Context: an optimization exercise on an open-source flow, tuned for small area. The choices shown serve that exercise and are no tape-out recipe. Only simulation tests tie the RTL to the original design; equivalence was not proved. Power is estimated from default activity; no workload was simulated.

## conv_sample_mem
module conv_sample_mem (
  input  logic                    clk,
  input  logic                    rst,
  input  logic                    ena,
  input  logic                    wr,
  input  logic                    rd,
  input  conv_mem_pkg::pix_addr_t addr,
  input  conv_mem_pkg::pixel_t    pixel,
  output conv_mem_pkg::window_t   window,
  output logic                    window_valid,
  output logic                    ack
);
  logic       wr1, rd1;
  logic [7:0] addr1;
  logic [3:0] pix1;
  always_ff @(posedge clk) begin
    wr1   <= ena & wr & ~rst;
    rd1   <= ena & rd & ~wr & ~rst;
    addr1 <= addr;
    pix1  <= pixel;
  end
  logic       rd2;
  logic [7:0] addr2;
  always_ff @(posedge clk) begin
    rd2   <= rd1 & ~rst;
    addr2 <= addr1;
  end
  logic [15:0] hi_n, lo_n;
  logic [255:0] we;
  logic [3:0] img [256];
  for (genvar j = 0; j < 16; j++) begin : g_pre
    assign hi_n[j] = ~(wr1 & (addr1[7:4] == 4'(j)));
    assign lo_n[j] = ~(addr1[3:0] == 4'(j));
  end
  for (genvar a = 0; a < 256; a++) begin : g_word
    cell_nor2 u_we (.a(hi_n[a / 16]), .b(lo_n[a % 16]), .y(we[a]));
  ...
Size: roughly 2,700 cells after synthesis, ~1,000 flip-flops, ~0.040 mm^2 of cells after synthesis.
==> flow/config.mk <==
export PLATFORM = sky130hd
export DESIGN_NAME = conv_sample_mem
export DESIGN_NICKNAME = conv_sample_mem
export VERILOG_FILES = /design/flow/design.v
export SDC_FILE = /design/flow/constraint.sdc
export NUM_CORES = 4
export LEC_CHECK = 0
export CAP_MARGIN = 20
export CORE_MARGIN = 2
export CORE_UTILIZATION = 65
export CTS_CLUSTER_DIAMETER = 80
export CTS_CLUSTER_SIZE = 30
export PLACE_DENSITY = 0.8
export SETUP_SLACK_MARGIN = 0.25
export SLEW_MARGIN = 20
export SYNTH_HIERARCHICAL = 1
==> flow/constraint.sdc <==
create_clock -name core_clock -period 6.0 [get_ports {clk}]
set_input_delay 1.2000 -clock core_clock [delete_from_list [all_inputs] [get_ports {clk}]]
set_output_delay 1.2000 -clock core_clock [all_outputs]
set_load 0.01 [all_outputs]
standard.sh (not shown) runs the stock make flow with config.mk's settings and CLKGATE_MAP_FILE= SYNTH_SCRIPT=/design/flow/synth_recipe.tcl, a recipe that flattens the netlist after the stock synthesis.
==> flow/flow/run.sh <==
#!/bin/bash
# The standard layout (standard synthesis unchanged), except that the
# port buffers are plain buf_2 cells instead of the delay buffer that
# buffer_ports picks by default. make's full output goes to flow_make.log.
set -euo pipefail
cd "$(dirname "$0")/.."
bash standard.sh "BUFFER_PORTS_ARGS=-buffer_cell sky130_fd_sc_hd__buf_2" finish > flow_make.log 2>&1
The first run went through all stages and came out clean.
Next try:
--- a/flow/design.v
+++ b/flow/design.v
@@ -64,16 +64,22 @@
   logic [255:0] we;
   logic [3:0] img [256];
   for (genvar j = 0; j < 16; j++) begin : g_pre
     assign hi_n[j] = ~(wr1 & (addr1[7:4] == 4'(j)));
     assign lo_n[j] = ~(addr1[3:0] == 4'(j));
   end
+  logic [255:0] nwe;
   for (genvar a = 0; a < 256; a++) begin : g_word
-    cell_nor2 u_we (.a(hi_n[a / 16]), .b(lo_n[a % 16]), .y(we[a]));
+    logic [3:0] d;
+    cell_nor2  u_we  (.a(hi_n[a / 16]), .b(lo_n[a % 16]), .y(we[a]));
+    cell_nand2 u_nwe (.a(~hi_n[a / 16]), .b(~lo_n[a % 16]), .y(nwe[a]));
+    for (genvar t = 0; t < 4; t++) begin : g_bit
+      cell_a22o u_d (.a(img[a][t]), .b(nwe[a]), .c(pix1[t]), .d(we[a]), .y(d[t]));
+    end
     always_ff @(posedge clk) begin
-      if (we[a]) img[a] <= pix1;
+      img[a] <= d;
     end
   end
   logic [3:0] col, row;
   assign col = addr2[3:0];
   assign row = addr2[7:4];
   logic [3:0] gq, lt, cy;
@@ -1682,12 +1688,24 @@
 module cell_oai22_4 (
   input  logic a, b, c, d,
   output logic y
 );
   assign y = ~((a | b) & (c | d));
 endmodule
+module cell_nand2 (
+  input  logic a, b,
+  output logic y
+);
+  assign y = ~(a & b);
+endmodule
+module cell_a22o (
+  input  logic a, b, c, d,
+  output logic y
+);
+  assign y = (a & b) | (c & d);
+endmodule
 module cell_nor2 (
   input  logic a, b,
   output logic y
 );
   assign y = ~(a | b);
 endmodule
After rerunning: Combinational power is higher by 29%; cell count came out higher by 35%; via count climbs by about 40%; routed wire length increases by 26%; non-clock buffer count climbs by 45; critical path depth falls by 1; synthesized cell count went up by 49%; final area stays flat; setup slack improved by 0.15 ns; core utilization climbs by 0.17 points; area after synthesis is lower by 0.45%; worst hold slack gets worse by 0.044 ns; first-iteration DRC count grows by 21%.

static timing again, ports no longer ideal:
Ports are ideal in the flow. The routed layouts listed here were re-timed in OpenROAD.
Step 1 sets driving cells, clkbuf_16 on the clock port and buf_2 on the other inputs (assumed; they add their load-dependent delay and slew).
Step 2 times the ports against the registers' clock, not the clock port: input delays grow and output delays shrink by t, the midpoint of the rising clock arrivals with the driver on.
Three values: no drivers, after step 1, after step 2; two values: the first two.
| run | t, ns | setup WS [ns] | worst setup path after step 2 | clock arrival spread, ns | worst data-port slew with drivers (ns) |
|---|---|---|---|---|---|
| the first run | 0.693 | 0.146 / 0.080 / 0.773 | register to output | 0.038 / 0.038 | 0.03 |
| the second run | 0.701 | 0.301 / 0.232 / 0.932 | register to output | 0.029 / 0.029 | 0.03 |
After both steps setup and hold are still met in every run listed.
